Context: an optimization exercise on an open-source flow, tuned for small area, a short achievable clock period and few clock cycles. The choices shown serve that exercise and are no tape-out recipe.
The RTL was checked by simulation tests, not by an equivalence proof against the original design.
The clock port is modelled as an ideal driver, which makes a skipped or thinned clock tree look cheaper than it is; a real chip needs a root buffer or a tree.
Power is estimated from default activity; no workload was simulated.

### flow/design.v
package lsu_pkg;
	localparam int ADDR_W = 32;                 
	localparam int DATA_W = 32;                 
	localparam int STRB_W = DATA_W / 8;         
	localparam int MEM_WORDS = 256;
	localparam int MEM_IDX_W = $clog2(MEM_WORDS);    
	localparam logic [1:0] SIZE_BYTE = 2'd0;
	localparam logic [1:0] SIZE_HALF = 2'd1;
	localparam logic [1:0] SIZE_WORD = 2'd2;    
	localparam logic [1:0] RESP_OKAY   = 2'b00;
	localparam logic [1:0] RESP_SLVERR = 2'b10;
endpackage
module lsu_rd_ao3 (
	input  logic [95:0] d,       
	input  logic [2:0]  s,       
	output logic [31:0] y_n
);
	assign y_n = ~((d[31:0] & {32{s[0]}}) | (d[63:32] & {32{s[1]}}) |
		(d[95:64] & {32{s[2]}}));
endmodule
module lsu_rd_ao1 (
	input  logic [31:0] d,       
	input  logic        s,       
	output logic [31:0] y_n
);
	assign y_n = ~(d & {32{s}});
endmodule
module lsu_rd_mux #(
	parameter int WORDS = 256,
	parameter int PARTS = 4          
) (
	input  logic [32*WORDS-1:0] words,
	input  logic [WORDS-1:0]    sel,
	output logic [32*PARTS-1:0] q        
);
	localparam int LEAVES = (WORDS + 2) / 3;
	localparam int PER_PART = (LEAVES + PARTS - 1) / PARTS;
	logic [32*LEAVES-1:0] leaf_n;
	for (genvar k = 0; k < LEAVES; k++)
	begin : g_leaf
		if (3*k + 2 < WORDS)
		begin : g_ao3
			lsu_rd_ao3 u_ao (
				.d   (words[96*k +: 96]),
				.s   (sel[3*k +: 3]),
				.y_n (leaf_n[32*k +: 32])
			);
		end
		else if (3*k + 1 < WORDS)
		begin : g_ao2
			lsu_rd_ao3 u_ao (
				.d   ({32'd0, words[96*k +: 64]}),
				.s   ({1'b0, sel[3*k +: 2]}),
				.y_n (leaf_n[32*k +: 32])
			);
		end
		else
		begin : g_ao1
			lsu_rd_ao1 u_ao (
				.d   (words[96*k +: 32]),
				.s   (sel[3*k]),
				.y_n (leaf_n[32*k +: 32])
			);
		end
	end
	always_comb
	begin
		logic [31:0] acc;
		for (int p = 0; p < PARTS; p++)
		begin
			acc = '1;
			for (int k = p*PER_PART; k < (p+1)*PER_PART && k < LEAVES; k++)
				acc = acc & leaf_n[32*k +: 32];
			q[32*p +: 32] = ~acc;
		end
	end
endmodule
module mem_subsys_top (
	input  logic        CLK,
	input  logic        NRST,
	input  logic        load_req,
	input  logic        store_req,
	input  logic [1:0]  size,
	input  logic        is_signed,
	input  logic [31:0] addr,
	input  logic [31:0] wdata,
	output logic        busy,
	output logic        done,
	output logic [31:0] rdata,
	output logic        err
);
	localparam int WORDS = 256;
	localparam int PARTS = 8;        
	logic       init_active;
	logic       busy_q;              
	logic [7:0] init_cnt;
	always_ff @(posedge CLK)
	begin
		if (!NRST)
		begin
			init_active <= 1'b1;
			init_cnt    <= '0;
		end
		else if (init_active)
		begin
			init_cnt <= init_cnt + 1'b1;
			if (init_cnt == 8'hff)
				init_active <= 1'b0;
		end
	end
	always_ff @(posedge CLK)
	begin
		busy_q <= !NRST || (init_active && (init_cnt != 8'hff));
	end
	assign busy = busy_q;
	logic        accept;
	logic        mis;
	logic        oor;
	logic [3:0]  strb;
	logic [31:0] lane_data;
	logic [7:0]  idx;
	assign accept = (load_req || store_req) && !init_active;
	assign oor    = (addr[31:10] != '0);
	assign idx    = init_active ? init_cnt : addr[9:2];
	always_comb
	begin
		case (size)
			2'd0:
			begin
				mis       = 1'b0;
				strb      = 4'b0001 << addr[1:0];
				lane_data = {4{wdata[7:0]}};
			end
			2'd1:
			begin
				mis       = addr[0];
				strb      = addr[1] ? 4'b1100 : 4'b0011;
				lane_data = {2{wdata[15:0]}};
			end
			default:
			begin
				mis       = (addr[1:0] != 2'b00);
				strb      = 4'b1111;
				lane_data = wdata;
			end
		endcase
	end
	logic        s0_ld;      
	logic        s0_done;    
	logic [3:0]  s0_lwe;     
	logic        s0_err;
	logic [WORDS-1:0] s0_sel;    
	logic [31:0] s0_wd;
	logic [1:0]  s0_size;
	logic        s0_sgn;
	logic [1:0]  s0_off;
	always_ff @(posedge CLK)
	begin
		if (!NRST)
		begin
			s0_lwe  <= '0;
			s0_ld   <= 1'b0;
			s0_done <= 1'b0;
		end
		else
		begin
			if (init_active)
				s0_lwe <= 4'b1111;
			else
				s0_lwe <= (accept && store_req && !mis && !oor) ? strb : 4'b0000;
			s0_ld   <= accept && !store_req;
			s0_done <= accept;
		end
	end
	always_ff @(posedge CLK)
	begin
		s0_err  <= mis || oor;
		s0_sel  <= WORDS'(1) << idx;
		s0_wd   <= init_active ? '0 : lane_data;
		s0_size <= size;
		s0_sgn  <= is_signed;
		s0_off  <= addr[1:0];
	end
	logic [32*WORDS-1:0] words;
	logic [32*PARTS-1:0] rparts;
	for (genvar w = 0; w < WORDS; w++)
	begin : g_word
		for (genvar l = 0; l < 4; l++)
		begin : g_lane
			logic [7:0] q;
			always_ff @(posedge CLK)
			begin
				if (s0_sel[w] && s0_lwe[l])
					q <= s0_wd[8*l +: 8];
			end
			assign words[32*w + 8*l +: 8] = q;
		end
	end
	lsu_rd_mux #(.WORDS(WORDS), .PARTS(PARTS)) u_rd (
		.words (words),
		.sel   (s0_sel),
		.q     (rparts)
	);
	logic        s1_ld;
	logic        s1_done;
	logic        s1_err;
	logic [32*PARTS-1:0] s1_parts;
	logic [1:0]  s1_size;
	logic        s1_sgn;
	logic [1:0]  s1_off;
	always_ff @(posedge CLK)
	begin
		if (!NRST)
			s1_done <= 1'b0;
		else
			s1_done <= s0_done;
	end
	always_ff @(posedge CLK)
	begin
		s1_ld   <= s0_ld;
		s1_err  <= s0_err;
		s1_parts <= rparts;
		s1_size <= s0_size;
		s1_sgn  <= s0_sgn;
		s1_off  <= s0_off;
	end
	logic [31:0] s1_word;
	logic [31:0] shifted;
	logic [31:0] result;
	always_comb
	begin
		s1_word = '0;
		for (int p = 0; p < PARTS; p++)
			s1_word = s1_word | s1_parts[32*p +: 32];
	end
	assign shifted = s1_word >> {s1_off, 3'b000};
	always_comb
	begin
		case (s1_size)
			2'd0:    result = {{24{shifted[7] & s1_sgn}}, shifted[7:0]};
			2'd1:    result = {{16{shifted[15] & s1_sgn}}, shifted[15:0]};
			default: result = shifted;
		endcase
	end
	always_ff @(posedge CLK)
	begin
		if (!NRST)
			done <= 1'b0;
		else
			done <= s1_done;
	end
	always_ff @(posedge CLK)
	begin
		err   <= s1_err;
		rdata <= (s1_ld && !s1_err) ? result : '0;
	end
endmodule
### flow/flow/run.sh
#!/bin/bash
# The standard layout (standard.sh) with these changes, all through ORFS's
# own hooks:
#  - ports are buffered with buf_4 rather than the smallest buffer;
#  - CTS places no dummy loads (same CTS arguments as ORFS's otherwise).
# The make output goes to standard.log; each ORFS step logs under orfs/logs/.
set -euo pipefail
work=$(pwd)
export PRE_CTS_TCL="$work/flow/cts_hook.tcl"
export CTS_ARGS="-sink_clustering_enable -repair_clock_nets -sink_clustering_size 25 -sink_clustering_max_diameter 100 -dont_use_dummy_load"
export BUFFER_PORTS_ARGS="-buffer_cell sky130_fd_sc_hd__buf_4"
bash standard.sh > "$work/standard.log" 2>&1
### flow/flow/cts_hook.tcl

proc cts_hook_loads {inst} {
  # Instances (other than inst) on inst's output net, and the net's port count
  set out ""
  foreach it [$inst getITerms] {
    if {[$it isOutputSignal]} { set out [$it getNet] }
  }
  if {$out eq ""} { return [list {} {} 0] }
  set sinks {}
  foreach it [$out getITerms] {
    if {[$it getInst] ne $inst} { lappend sinks $it }
  }
  return [list $out $sinks [llength [$out getBTerms]]]
}

proc cts_hook_is_buf {inst} {
  set m [[$inst getMaster] getName]
  return [expr {[string match "sky130_fd_sc_hd__clkbuf_*" $m] || [string match "sky130_fd_sc_hd__buf_*" $m]}]
}

proc cts_hook_swap {inst master in_pin out_pin} {
  # Replace buffer inst with a cell of master, same name, place and nets
  set block [ord::get_db_block]
  set in [[$inst findITerm A] getNet]
  set out [[$inst findITerm X] getNet]
  set name [$inst getName]
  set loc [$inst getLocation]
  odb::dbInst_destroy $inst
  set n [odb::dbInst_create $block $master $name]
  $n setLocation [lindex $loc 0] [lindex $loc 1]
  $n setPlacementStatus PLACED
  [$n findITerm $in_pin] connect $in
  [$n findITerm $out_pin] connect $out
}

rename clock_tree_synthesis my_cts_orig
proc clock_tree_synthesis {args} {
  my_cts_orig {*}$args
  set block [ord::get_db_block]
  set db [ord::get_db]
  set clk_net [[$block findBTerm CLK] getNet]
  set loads [$clk_net getITerms]
  if {[llength $loads] != 1} {
    puts "cts_hook: CLK drives [llength $loads] pins, left as is"
    return
  }
  set root [[lindex $loads 0] getInst]
  lassign [cts_hook_loads $root] out_net sinks nports
  if {$out_net eq "" || [llength $sinks] > 4 || $nports > 0} {
    puts "cts_hook: root [$root getName] drives [llength $sinks] pins, left as is"
    return
  }
  puts "cts_hook: removing root [$root getName], CLK now drives [llength $sinks] pins"
  foreach it $sinks {
    $it disconnect
    $it connect $clk_net
  }
  [lindex $loads 0] disconnect
  odb::dbInst_destroy $root
  odb::dbNet_destroy $out_net

  # Check the depth: level 1 (driven by CLK) and level 2 buffers drive only
  # buffers, level 3 buffers drive only register clock pins.
  set lv1 {}
  foreach it [$clk_net getITerms] { lappend lv1 [$it getInst] }
  set ok 1
  set lv2 {}
  set lv3 {}
  foreach b $lv1 {
    if {![cts_hook_is_buf $b]} { set ok 0; break }
    lassign [cts_hook_loads $b] n s p
    if {$p > 0} { set ok 0 }
    foreach it $s { lappend lv2 [$it getInst] }
  }
  foreach b $lv2 {
    if {!$ok} { break }
    if {![cts_hook_is_buf $b]} { set ok 0; break }
    lassign [cts_hook_loads $b] n s p
    if {$p > 0} { set ok 0 }
    foreach it $s { lappend lv3 [$it getInst] }
  }
  set nsink 0
  foreach b $lv3 {
    if {!$ok} { break }
    if {![cts_hook_is_buf $b]} { set ok 0; break }
    lassign [cts_hook_loads $b] n s p
    if {$p > 0} { set ok 0 }
    foreach it $s {
      set m [[$it getInst] getMaster]
      if {![$m isSequential] || [$it getMTerm] eq "" || [[$it getMTerm] getSigType] ne "CLOCK"} { set ok 0 }
      incr nsink
    }
  }
  set nregs 0
  foreach inst [$block getInsts] {
    if {[[$inst getMaster] isSequential]} { incr nregs }
  }
  if {!$ok || $nsink != $nregs} {
    puts "cts_hook: tree not three buffer levels to all $nregs registers ($nsink found), levels left as buffers"
    return
  }
  set inv [$db findMaster sky130_fd_sc_hd__inv_16]
  set leaf [$db findMaster sky130_fd_sc_hd__buf_12]
  foreach b $lv1 { cts_hook_swap $b $inv A Y }
  foreach b $lv2 { cts_hook_swap $b $inv A Y }
  foreach b $lv3 { $b swapMaster $leaf }
  puts "cts_hook: [llength $lv1] + [llength $lv2] buffers made inv_16, [llength $lv3] leaves made buf_12, $nsink clock pins"
}
### flow/standard.sh
#!/bin/bash
# synth_recipe.tcl (not shown) runs the flow's synth.tcl, then flattens the netlist and writes it again
# the make line also repeats each setting of config.mk as NAME=value (left out here)
make -C /OpenROAD-flow-scripts/flow DESIGN_CONFIG=/design/flow/config.mk WORK_HOME=/design/flow/orfs CLKGATE_MAP_FILE= SYNTH_SCRIPT=/design/flow/synth_recipe.tcl "${@:-finish}"
### flow/config.mk
export PLATFORM = sky130hd
export DESIGN_NAME = mem_subsys_top
export DESIGN_NICKNAME = mem_subsys_top
export VERILOG_FILES = /design/flow/design.v
export SDC_FILE = /design/flow/constraint.sdc
export NUM_CORES = 8
export LEC_CHECK = 0
export CAP_MARGIN = 20
export CORE_MARGIN = 2
export CORE_UTILIZATION = 70
export CTS_CLUSTER_DIAMETER = 100
export CTS_CLUSTER_SIZE = 25
export SETUP_SLACK_MARGIN = 4.5
export SLEW_MARGIN = 20
export SYNTH_HIERARCHICAL = 1
### flow/constraint.sdc
create_clock -name core_clock -period 7.0 [get_ports {CLK}]
set_input_delay 1.4000 -clock core_clock [delete_from_list [all_inputs] [get_ports {CLK}]]
set_output_delay 1.4000 -clock core_clock [all_outputs]
set_load 0.01 [all_outputs]
==> results of run 1 <==
-- modules after synthesis (local to each module, per instance), a selection --
| module | flip-flops and latches | cell area [sq um] |
|---|---|---|
| mem_subsys_top | 8800 | 269000 |
| lsu_rd_ao3 | 0 | 403 |
| lsu_rd_ao1 | 0 | 154 |
-- cell type report, clock buffers not listed --
class	instances	area, sq um
Inverter	46	758
Sequential cell	8800	258000
Multi-Input combinational cell	5485	43800
Fill cell	25500	119000
Timing Repair Buffer	467	4180
Tap cell	5904	7390
Antenna cell	41	103
-- per-layer routing --
layer	up-vias	part of all wire, %	GRT usage, %
li1	66100	-	-
met1	83600	35	52.2
met5	-	0.039	0
met3	1303	14	6.46
met4	50	4.3	12.6
met2	12600	47	55.0
-- cells by family (layout without fill, tap and decap cells) --
kind of cell / count (synthesis) / count (layout)
buf+inv: 955 / 865
flops: 8800 / 8800
simple gates: 2599 / 2599
other cells: 0 / 41
mux: 25 / 25
compound gates: 2854 / 2854
fa+ha+maj: 1 / 1
xor+xnor: 6 / 6
-- state kept, by name, summed over array words and instances (netlist names), 4 cells and up --
register	count
s0_wd	32
s1_parts	256
init_cnt	8
s0_sel	256
rdata	32
g_word.g_lane.q	8192
s0_lwe	4
-- final timing paths --
| path | to | slack [ns] | depth (start not counted) |
|---|---|---|---|
| worst max register to register | s1_parts[170] | 4.36 | 5 |
| worst max-delay path | s1_parts[170] | 4.36 | 5 |
| worst min register to register | s1_off[0] | 0.33 | 0 |
| worst min-delay path | s1_off[0] | 0.33 | 0 |
-- Yosys cell counts, types with 2 or more instances --
master,instances
and3_1,2
a222oi_1,2720
inv_1,10
buf_6,516
nor3b_1,2
o21ai_0,28
or4_1,2
nor4_1,65
a211oi_1,2
clkbuf_1,134
nand4_1,485
a221oi_2,11
nand3_1,268
xnor2_1,6
mux2i_1,18
nand2_1,147
or3_1,256
buf_2,287
buf_4,3
nor2b_1,15
nand2b_1,11
o21ai_1,2
edfxtp_1,8192
buf_1,5
o22ai_1,3
a21oi_2,10
nand2_2,10
dfxtp_1,608
a21oi_1,47
or2_2,9
o22ai_2,2
a221oi_1,5
and2_1,1033
mux2_2,7
a2bb2oi_1,7
nor2_1,287
o32ai_2,9
or4_4,2
-- cells in the final DEF, fill, tap and decap left out, types with 18 or more instances in the layout --
cell type,Yosys,routed
nand3_1,268,267
a222oi_1,2720,2720
buf_6,516,20
edfxtp_1,8192,8192
diode_2,0,41
o21ai_0,28,27
nand2_1,147,138
dfxtp_2,0,70
nand4_1,485,485
or3_1,256,253
and2_1,1033,1033
mux2i_1,18,18
a21oi_1,47,47
nor2_1,287,287
buf_12,0,387
dfxtp_1,608,496
inv_16,0,36
buf_4,3,403
nor4_1,65,46
dfxtp_4,0,42
-- power breakdown --
| group | switching, mW | internal [mW] |
|---|---|---|
| Clock | 15.1 | 8.15 |
| Sequential | 0.112 | 56.6 |
| Combinational | 0.597 | 0.235 |
-- stage by stage --
step	setup WS (ns)	utilization, %
floorplan	4.52	-
CTS	4.42	72.8
finish	4.36	73.0
detailed placement	3.85	71.0
global placement	3.86	71.0
global route	4.44	73.0
-- timing repair --
action / in CTS / in global routing
gates cloned: 0 / 3
endpoints found under the setup margin: 1862 / 1006
gates resized for setup: 34 / 43
pin swaps: 13 / 12
buffers inserted: 3 / 12
==> metrics.md, run 1 <==
| Metric | Value |
|---|---|
| GR Util All Layers | 35.6% |
| Outcome | no timing/DRC/antenna violations |
| Post-Syn Area per Cell | 20.3 sq um |
| Placer congestion estimate | 0.921 |
| Crit path cell chain | buf_12, buf_4, a222oi_1, nand4_1, or3_1 |
| Vias in the first global route | approximately 150k |
| CP delay by family, top | simple AND/OR/NAND/NOR gates |
| Synth warnings | 8 |
| Post-synthesis xor/xnor area fraction | less than 1% |
| Placed Area | between 300,000 and 400,000 sq um |
| Setup TNS | 0 ns |
| Dpl hpwl | 512 mm |
| Die H | between 600 and 700 microns |
| Final setup vio count | 0 |
| Slowest stage delay, CP | 0.70 ns |
| Yosys top cell area share | 79.5% |
| Inst Count DP | between 20k and 25k |
| Die X | 669 microns |
| Critical R2R Launch | s0_sel[174] |
| Main synth FF type | edfxtp_1 |
| Synth Area in Adders | 0.00404% |
| Total Power | roughly 81 mW |
| Clk latency of the worst-skew pair | 0.54 ns |
| Nature of the critical path endpoint | flip-flop |
| Core Footprint | around 440,000 sq um |
| First-pass GRT wire length | between 1000 and 1500 mm |
| EDFF count, synth | 8,192 |
| Starting density of the core | between 70% and 80% |
| Async set-or-reset flop fraction in the synthesized netlist | 0% |
| # nets final | roughly 15k |
| Synth-to-Final Area Change | 3.95% |
| Synth Area in Simple Gates | approximately 4.8% |
| Mapped Area | 309,000 sq um |
| First-pass DRT Iterations | 13 |
| Antenna violations before repair | 117 |
| Critical path class | flip-flop to flip-flop |
| Worst hold start | s0_off[0] |
| Pwr dens | 251 nW/um^2 |
| Global route overflow | 0 |
| Max-Cap Viols | 0 |
| Critical path required time | between 7 and 8 ns |
| Post-synthesis mux area share | 0.0837% |
| Vias per cell | 7.76 |
| Final min period | 2.64 ns |
| Final Cell Area | 322,000 sq um |
| Post-Synthesis Cells | 15.2k |
| Largest family of logic cells by synthesized area | compound AO/OA/AOI/OAI gates |
| WHS | 0.326 ns |
| Hold-fix buffers, CTS | 0 |
| Fmax | ~380 MHz |
| Final Hold Viols | 0 |
| Register area share after synthesis | 83.4% |
| Rows | 244 |
| Vias after detailed routing | about 160k |
| Non-Filler Instances | 21.1k |
| Synth unique cells | 52 |
| Routed wire length | around 800 mm |
| Clock slew at reported path FFs | around 0.10 ns |
| Crit path DAT | 3.05 ns |
| Synth Register Bits | just under 9k |
| Pleak | 102 nW |
| Layout cells sized above 1 | ~7.0% |
| I/O Pins | around 110 |
| DRC errors left | 0 |
| Synth Area in Compound Gates | 9.14% |
| Max stage delay cell, worst path | nand4_1 |
| Number of max-slew violations in the final report | 0 |
| Port bufs | between 100 and 150 |
| Syn nets | 15.3k |
| Largest net degree at the start of global routing | 154 |
| Peak supply drop | 0.366 mV |
| RSZ-0062 raised after global routing | yes |
| Final period utilization | 37.8% |
| Post-synth top area cell | edfxtp_1 |
| CP startpoint kind | flip-flop |
| Antenna viol nets, final | 0 |
| CP startpoint | s0_sel[174] |
| Worst-margin pin slew | 1.23 ns |
| Clock Sinks | 8,800 |
| Min-delay worst type | flip-flop to flip-flop |
| Top cells by area, synth | edfxtp_1, a222oi_1, dfxtp_1, and2_1, buf_6 |
| Initial DRC count | between 30k and 40k |
| Setup Skew | 0.0558 ns |
| Avg WL per Cell | 38.4 microns |
| Critical-path maximum fanout | 10 |
| Worst rel slew slack | 18.3% |
| Die area | 447,000 sq um |
| Buffers & Inverters on Critical Path | 2 |
Testbench counts, summed over its fixed seeds: cycles 12,024.
==> run 2, diff against run 1 <==
--- a/flow/design.v
+++ b/flow/design.v
@@ -31,7 +31,7 @@
 ) (
 	input  logic [32*WORDS-1:0] words,
 	input  logic [WORDS-1:0]    sel,
-	output logic [32*PARTS-1:0] q        
+	output logic [32*PARTS-1:0] q_n      
 );
 	localparam int LEAVES = (WORDS + 2) / 3;
 	localparam int PER_PART = (LEAVES + PARTS - 1) / PARTS;
@@ -71,7 +71,7 @@
 			acc = '1;
 			for (int k = p*PER_PART; k < (p+1)*PER_PART && k < LEAVES; k++)
 				acc = acc & leaf_n[32*k +: 32];
-			q[32*p +: 32] = ~acc;
+			q_n[32*p +: 32] = acc;
 		end
 	end
 endmodule
@@ -182,7 +182,7 @@
 		s0_off  <= addr[1:0];
 	end
 	logic [32*WORDS-1:0] words;
-	logic [32*PARTS-1:0] rparts;
+	logic [32*PARTS-1:0] rparts_n;      
 	for (genvar w = 0; w < WORDS; w++)
 	begin : g_word
 		for (genvar l = 0; l < 4; l++)
@@ -199,12 +199,12 @@
 	lsu_rd_mux #(.WORDS(WORDS), .PARTS(PARTS)) u_rd (
 		.words (words),
 		.sel   (s0_sel),
-		.q     (rparts)
+		.q_n   (rparts_n)
 	);
 	logic        s1_ld;
 	logic        s1_done;
 	logic        s1_err;
-	logic [32*PARTS-1:0] s1_parts;
+	logic [32*PARTS-1:0] s1_parts_n;
 	logic [1:0]  s1_size;
 	logic        s1_sgn;
 	logic [1:0]  s1_off;
@@ -219,7 +219,7 @@
 	begin
 		s1_ld   <= s0_ld;
 		s1_err  <= s0_err;
-		s1_parts <= rparts;
+		s1_parts_n <= rparts_n;
 		s1_size <= s0_size;
 		s1_sgn  <= s0_sgn;
 		s1_off  <= s0_off;
@@ -231,7 +231,7 @@
 	begin
 		s1_word = '0;
 		for (int p = 0; p < PARTS; p++)
-			s1_word = s1_word | s1_parts[32*p +: 32];
+			s1_word = s1_word | ~s1_parts_n[32*p +: 32];
 	end
 	assign shifted = s1_word >> {s1_off, 3'b000};
 	always_comb
==> metrics.md, run 2 <==
| Metric | Value |
|---|---|
| Max stage delay cell, worst path | nand4_1 |
| Pint | 64.9 mW |
| # nets final | between 15k and 20k |
| Top Registers | g_word.g_lane.q (8192), s0_sel (256), s1_parts_n (256) |
| Critical path class | flip-flop to flip-flop |
| Synth warnings | 8 |
| Crit path cell chain | nand4_1, nor2_4, a211oi_1, o21ai_0, a21oi_1 |
| Nature of the critical path endpoint | flip-flop |
| Post-Syn Area per Cell | 20.3 sq um |
| EDFF count, synth | 8,192 |
| Flop pwr share | 70.1% |
| Die area | 449,000 sq um |
| Mapped Area | 310,000 sq um |
| Synth-to-Final Area Change | 3.95% |
| Critical-path maximum fanout | 4 |
| Die X | between 600 and 700 microns |
| Die H | 670 microns |
| Switching pwr | around 16 mW |
| DRC errors left | 0 |
| Number of max-slew violations in the final report | 0 |
| Pre-CTS setup slack | 3.43 ns |
| Final Hold Viols | 0 |
| Post-synth top area cell | edfxtp_1 |
| Max-Cap Viols | 0 |
| Min-delay worst type | flip-flop to flip-flop |
| Vias after detailed routing | 164k |
| Synth cell count leaders | edfxtp_1, a222oi_1, and2_1 |
| Clock Sinks | 8,800 |
| Pwr dens | roughly 250 nW/um^2 |
| Pleak | 102 nW |
| Worst-margin pin slew | 1.45 ns |
| I/O Pins | 106 |
| Vias in the first global route | about 150k |
| Core Footprint | ~440,000 sq um |
| First-pass DRT Iterations | 14 |
| Top-count cell post-synth | edfxtp_1 |
| Outcome | no timing/DRC/antenna violations |
| Comb pwr share | 1.0% |
| Yosys top cell area share | 79.3% |
| Clock slew at reported path FFs | 0.10 ns |
| Register area share after synthesis | 83.2% |
| Clk latency of the worst-skew pair | between 0.5 and 0.6 ns |
| Port bufs | 105 |
| Buffers & Inverters on Critical Path | 0 |
| Total Power | 81.0 mW |
| Vias per cell | 7.74 |
| Largest Register | g_word.g_lane.q |
| Antenna viol nets, final | 0 |
| Final Cell Area | 323,000 sq um |
| Synth Register Bits | 8,800 |
| Max FFs per register | 8,192 |
| Most common cell after layout, fill and taps aside | edfxtp_1 |
| Final period utilization | 37.4% |
| Net Sw Frac | 19.8% |
| Final min period | 2.62 ns |
| Worst rel slew slack | 3.60% |
| Syn nets | 15.3k |
| Placer congestion estimate | 0.913 |
| WHS | between 0.3 and 0.4 ns |
| GR Util All Layers | 36.2% |
| Peak supply drop | 0.295 mV |
| CP startpoint kind | flip-flop |
| Antenna violations before repair | 64 |
| Async set-or-reset flop fraction in the synthesized netlist | 0% |
| Final setup vio count | 0 |
| Rows | 244 |
| Fmax | 382 MHz |
| Initial DRC count | 37.3k |
| Starting density of the core | 70.3% |
| Post-Synthesis Cells | 15.3k |
| Crit path DAT | 3.01 ns |
| Routed wire length | ~830 mm |
| Setup TNS | 0 ns |
| Layout cells sized above 1 | 8.48% |
| Synth unique cells | 63 |
| Dpl hpwl | approximately 530 mm |
| Global route overflow | 0 |
| Placed Area | 314,000 sq um |
| First-pass GRT wire length | 1150 mm |
| Largest net degree at the start of global routing | roughly 180 |
| Top cells by area, synth | edfxtp_1, a222oi_1, dfxtp_1, and2_1, buf_6 |
| Main synth FF type | edfxtp_1 |
| Avg WL per Cell | roughly 39 microns |
| Setup Skew | 0.0506 ns |
| CP delay by family, top | simple AND/OR/NAND/NOR gates |
| Critical path required time | 7.39 ns |
| Clk network pwr share | between 20% and 30% |
| PnR worst setup slack | 4.38 ns |
| Commonest cells after routing, fill and taps aside | edfxtp_1, a222oi_1, and2_1 |
| Slowest stage delay, CP | 0.87 ns |
| RSZ-0062 raised after global routing | yes |
[run 2: metrics by stage]
stage,std cells,util (%)
floorplan,15300,-
global placement,20700,71.1
detailed placement,20700,71.1
CTS,21100,73.0
global route,21100,73.1
finish,21200,73.1
[run 2: per-layer routing]
metal  routed length, microns  GRT usage (%)
met1                   290000           51.6
met2                   388000           56.6
met3                   104000           6.11
met4                    44000           15.8
met5                      134              0
[run 2: Yosys stat by module, one instance, submodules excluded, a selection]
module / flip-flops and latches / times used / area [sq um]
lsu_rd_ao1: 0 / 1 / 154
lsu_rd_ao3: 0 / 85 / 403
mem_subsys_top: 8800 / 1 / 269000
[run 2: final timing paths]
check                                    start          to  slack (ns)  cells past startpoint
worst min register to register      s0_size[1]  s1_size[1]        0.34                      0
worst min-delay path                s0_size[1]  s1_size[1]        0.34                      0
worst max-delay path            s1_parts_n[26]   rdata[18]        4.38                      5
worst max register to register  s1_parts_n[26]   rdata[18]        4.38                      5
[run 2: what timing repair did]
action,CTS,global route
endpoints found under the hold margin,0,0
setup buffers,10,3
pin swaps,22,8
setup endpoints to repair,3011,416
gates resized for setup,96,39
hold buffers,0,0
[run 2: cell families (layout without fill, tap and decap cells)]
family | after synthesis | count (layout) | synth area share [%]
mux | 23 | 23 | 0.0834
other cells | 0 | 57 | 0
compound gates | 2855 | 2855 | 9.06
buf+inv | 940 | 874 | 2.52
xor+xnor | 7 | 7 | 0.0198
fa+ha+maj | 1 | 1 | 0.00403
flops | 8800 | 8800 | 83.2
simple gates | 2640 | 2640 | 5.14
[run 2: final cells by class, clock buffers not listed]
cell class | instances | area (sq um)
fillers | 25600 | 119000
well taps | 5904 | 7390
multi-input cells | 5526 | 44700
inverters | 45 | 754
flip-flops and latches | 8800 | 258000
diodes | 57 | 143
repair buffers | 477 | 4170
[run 2: power groups by stage]
stage	clock network, mW	logic, mW	registers (mW)
after floorplan	0	0.312	57.8
after global placement	0	0.717	58.0
after detailed placement	0	0.728	58.0
after CTS	23.5	0.763	56.8
after global routing	25.2	0.812	56.8
final	23.4	0.807	56.8
[run 2: worst reg2reg max path, cell delays in order (launching register included)]
cell	delay, ns
dfxtp_2	0.68
nand4_1	0.91
nor2_4	0.49
a211oi_1	0.16
o21ai_0	0.18
a21oi_1	0.07
Testbench counts of run 2, summed over its fixed seeds: cycles 12,024.

## port drivers added, routing unchanged
The results above use ideal ports. As a check the final layouts listed here were re-extracted and re-timed, cells and wires unchanged. Step 1 assumes that a clkbuf_16 drives the clock port and a buf_2 every other input. Step 2 times the ports against the registers' clock, not the clock port: input delays grow and output delays shrink by t, the midpoint of the rising clock arrivals with the driver on. Three values: no drivers, after step 1, after step 2; two values: the first two.
run | t, ns | setup slack, ns | hold slack, ns
run 1 | 0.867 | 4.357 / 4.189 / 3.730 | 0.326 / 0.326 / 0.326
run 2 | 0.875 | 4.380 / 4.156 / 3.805 | 0.335 / 0.335 / 0.335
After both steps every run listed still meets setup and hold. The setup slack of run 1, which loses most, moves by -0.168 ns with the drivers and by -0.627 ns with both steps.
